This is an optimization exercise on Yosys and OpenROAD, whose aim is small area, not a production implementation. The RTL was checked by simulation tests, not by an equivalence proof against the original design. No activity file was given, so power comes from the tool's default toggle rates.

main:
## pipeline_top
module pipeline_top (
    input  logic             clk,
    input  logic             rst_n,
    input  logic             instr_valid_i,
    input  core_pkg::instr_t instr_i,
    output core_pkg::wrb_s   wrb_o
);
For scale: about 4,000 cells after synthesis, roughly 1,100 flip-flops, roughly 73 I/O pins, about 43,000 um2 of cells after synthesis.
==> flow/config.mk <==
export PLATFORM = sky130hd
export DESIGN_NAME = pipeline_top
export DESIGN_NICKNAME = pipeline_top
export VERILOG_FILES = /design/flow/design.v
export SDC_FILE = /design/flow/constraint.sdc
export NUM_CORES = 4
export LEC_CHECK = 0
export ABC_AREA = 0
export CAP_MARGIN = 20
export CORE_MARGIN = 2
export CORE_UTILIZATION = 50
export SLEW_MARGIN = 20
==> flow/constraint.sdc <==
create_clock -name core_clock -period 6.5 [get_ports {clk}]
set_input_delay 1.3000 -clock core_clock [delete_from_list [all_inputs] [get_ports {clk}]]
set_output_delay 1.3000 -clock core_clock [all_outputs]
set_load 0.01 [all_outputs]
standard.sh (not shown) runs the stock make flow with config.mk's settings and CLKGATE_MAP_FILE= SYNTH_SCRIPT=/design/flow/synth_recipe.tcl, a recipe that flattens the netlist after the stock synthesis.
==> flow/flow/run.sh <==
#!/bin/bash
# Standard ORFS layout with three changes in how it is made:
#  - synthesis maps the combinational logic with flow/abc.script (an
#    area-oriented ABC script) in place of ORFS's abc_speed.script, and leaves
#    adders to ABC (no full/half-adder cells); the rest of synthesis,
#    including the registers, is the standard one;
#  - ports are buffered with buf_1 cells;
#  - clock tree synthesis uses clkbuf_8 leaf buffers in smaller clusters and
#    no dummy loads.
set -euo pipefail
W=$(pwd)
mkdir -p "$W/abc_scripts"
cp -r "$FLOW_HOME/scripts/." "$W/abc_scripts/"
cp "$W/flow/abc.script" "$W/abc_scripts/abc_speed.script"
bash "$W/standard.sh" SCRIPTS_DIR="$W/abc_scripts" ADDER_MAP_FILE= synth > "$W/synth.log" 2>&1
bash "$W/standard.sh" \
  "BUFFER_PORTS_ARGS=-buffer_cell sky130_fd_sc_hd__buf_1" \
  "CTS_ARGS=-sink_clustering_enable -repair_clock_nets -buf_list sky130_fd_sc_hd__clkbuf_8 -sink_clustering_size 14 -sink_clustering_max_diameter 80 -dont_use_dummy_load" \
  finish > "$W/layout.log" 2>&1
==> flow/flow/abc.script <==
&get -n
&st
&if -g -K 6
&st
&dch
&nf -R 1000
&put
topo
stime -c
For the feature branch, these inputs were changed with respect to main:
- CAP_MARGIN now 10, was 20
- SLEW_MARGIN now 10, was 20
==> flow/flow/run.sh <==
#!/bin/bash
set -euo pipefail
W=$(pwd)
mkdir -p "$W/abc_scripts"
cp -r "$FLOW_HOME/scripts/." "$W/abc_scripts/"
cp "$W/flow/abc.script" "$W/abc_scripts/abc_speed.script"
bash "$W/standard.sh" SCRIPTS_DIR="$W/abc_scripts" ADDER_MAP_FILE= synth > "$W/synth.log" 2>&1
bash "$W/standard.sh" \
  "BUFFER_PORTS_ARGS=-buffer_cell sky130_fd_sc_hd__buf_1" \
  SLEW_MARGIN=0 CAP_MARGIN=0 \
  place > "$W/place.log" 2>&1
bash "$W/standard.sh" \
  "BUFFER_PORTS_ARGS=-buffer_cell sky130_fd_sc_hd__buf_1" \
  "CTS_ARGS=-sink_clustering_enable -repair_clock_nets -buf_list sky130_fd_sc_hd__clkbuf_8 -sink_clustering_size 14 -sink_clustering_max_diameter 80 -dont_use_dummy_load" \
  finish > "$W/layout.log" 2>&1
==> flow/flow/abc.script <==
&get -n
&st
&if -g -K 4
&st
&dch -f
&nf -R 1000
&put
buffer -c
topo
stime -c
upsize -c
dnsize -c
==> results.txt <==
The required time at the endpoint of the critical path in the feature branch was lower than what main gave. wrb_q[27] as the critical path capture point was reported by the feature branch, and wrb_q[26] by main. The feature branch: combinational share of power is 0.8 points lower than what main reported. Going from main to the feature branch, met1 demand-to-capacity share in global routing fell 11 points, clock group total power went down about 2%. Power: the feature branch draws less than main. Fmax: the feature branch higher than main. Compared with main, in the feature branch final wirelength saw a decrease, cell area after layout down 3.1%. NOTE: final critical-path share of the clock period in the feature branch falls short of that of main.


pipeline_top, a different RTL version from the one above (not shown whole).
Size in the first run: about 4300 cells after synthesis, roughly 1100 flip-flops, about 73 I/O pins, about 0.043 sq mm of cells after synthesis.
export LEC_CHECK = 0
export ABC_AREA = 0
export CAP_MARGIN = 10
export CORE_MARGIN = 2
export CORE_UTILIZATION = 50
export PLACE_DENSITY = 0.75
export SLEW_MARGIN = 10
create_clock -name core_clock -period 6.5 [get_ports {clk}]
==> flow/flow/run.sh <==
#!/bin/bash
set -euo pipefail
W=$(pwd)
mkdir -p "$W/abc_scripts"
cp -r "$FLOW_HOME/scripts/." "$W/abc_scripts/"
cp "$W/flow/abc.script" "$W/abc_scripts/abc_speed.script"
bash "$W/standard.sh" SCRIPTS_DIR="$W/abc_scripts" ADDER_MAP_FILE= synth > "$W/synth.log" 2>&1
bash "$W/standard.sh" \
  "BUFFER_PORTS_ARGS=-buffer_cell sky130_fd_sc_hd__buf_1" \
  SLEW_MARGIN=0 CAP_MARGIN=0 \
  place > "$W/place.log" 2>&1
bash "$W/standard.sh" \
  "BUFFER_PORTS_ARGS=-buffer_cell sky130_fd_sc_hd__buf_1" \
  "CTS_ARGS=-sink_clustering_enable -repair_clock_nets -buf_list sky130_fd_sc_hd__clkbuf_8 -sink_clustering_size 14 -sink_clustering_max_diameter 80 -dont_use_dummy_load" \
  finish > "$W/layout.log" 2>&1
==> flow/flow/abc.script <==
&get -n
&st
&if -g -K 4
&st
&dch -f
&nf -R 1000
&put
buffer -c
topo
stime -c
upsize -c
dnsize -c
The starting point completed with no timing, DRC or antenna violations.
Rerun with:
--- a/flow/config.mk
+++ b/flow/config.mk
@@ -10,4 +10,3 @@
 export CORE_MARGIN = 2
 export CORE_UTILIZATION = 50
-export PLACE_DENSITY = 0.75
 export SLEW_MARGIN = 10
What happened: Sequential power hardly moves; final cell count rises by 0.42%; worst hold slack gains 0.043 ns; total power went up by 1.0%; routed wire length climbs by 6.1%; setup slack degrades by 0.055 ns; fmax drops by 0.90%; via count is lower by 2.3%; non-clock buffer count came out higher by 25; first-iteration DRC count fell by 9.9%; synthesized area stays the same.
Rerun with:
--- a/flow/flow/run.sh
+++ b/flow/flow/run.sh
@@ -12,4 +12,4 @@
 bash "$W/standard.sh" \
   "BUFFER_PORTS_ARGS=-buffer_cell sky130_fd_sc_hd__buf_1" \
-  "CTS_ARGS=-sink_clustering_enable -repair_clock_nets -buf_list sky130_fd_sc_hd__clkbuf_8 -sink_clustering_size 14 -sink_clustering_max_diameter 80 -dont_use_dummy_load" \
+  "CTS_ARGS=-sink_clustering_enable -repair_clock_nets -buf_list sky130_fd_sc_hd__clkbuf_8 -sink_clustering_size 16 -sink_clustering_max_diameter 80 -dont_use_dummy_load" \
   finish > "$W/layout.log" 2>&1
--- a/flow/config.mk
+++ b/flow/config.mk
@@ -7,6 +7,7 @@
 export LEC_CHECK = 0
 export ABC_AREA = 0
-export CAP_MARGIN = 10
+export CAP_MARGIN = 5
 export CORE_MARGIN = 2
 export CORE_UTILIZATION = 50
-export SLEW_MARGIN = 10
+export PLACE_DENSITY = 0.75
+export SLEW_MARGIN = 5
Worst hold slack is worse by 0.046 ns.
Setup slack is better by 0.077 ns.
Utilization goes down by 0.43 points.
Clock skew goes up by 0.012 ns.
Synthesized cell count stays the same.

separate check: timing with driven ports:
No port has a modelled driver above. Below, the same layouts with a new extraction and two added sets of constraints. Step 1: set_driving_cell puts a clkbuf_16 on clk and a buf_2 on each other input, an assumption about the parent block. Step 2 moves the port delays by t, midway between the first and last clock arrival at a register: inputs arrive t later, outputs are due t later. That takes back most of the time a late clock gives input paths. Three values: ideal, step 1, step 2; two values: the first two.
| run | shift t [ns] | slack for setup (ns) | hold slack, ns | worst setup path after step 2 |
|---|---|---|---|---|
| main | 0.879 | 0.361 / 0.361 / 0.361 | 0.366 / 0.366 / 0.366 | register to register |
| the feature branch | 0.821 | 0.400 / 0.400 / 0.400 | 0.401 / 0.401 / 0.401 | register to register |
| the first run of note 2 | 0.778 | 0.411 / 0.411 / 0.411 | 0.395 / 0.395 / 0.395 | register to register |
| the second run of note 2 | 0.782 | 0.356 / 0.356 / 0.356 | 0.437 / 0.437 / 0.437 | register to register |
| the third run of note 2 | 0.786 | 0.433 / 0.433 / 0.433 | 0.392 / 0.392 / 0.392 | register to register |
After both steps setup and hold are still met in every run listed.
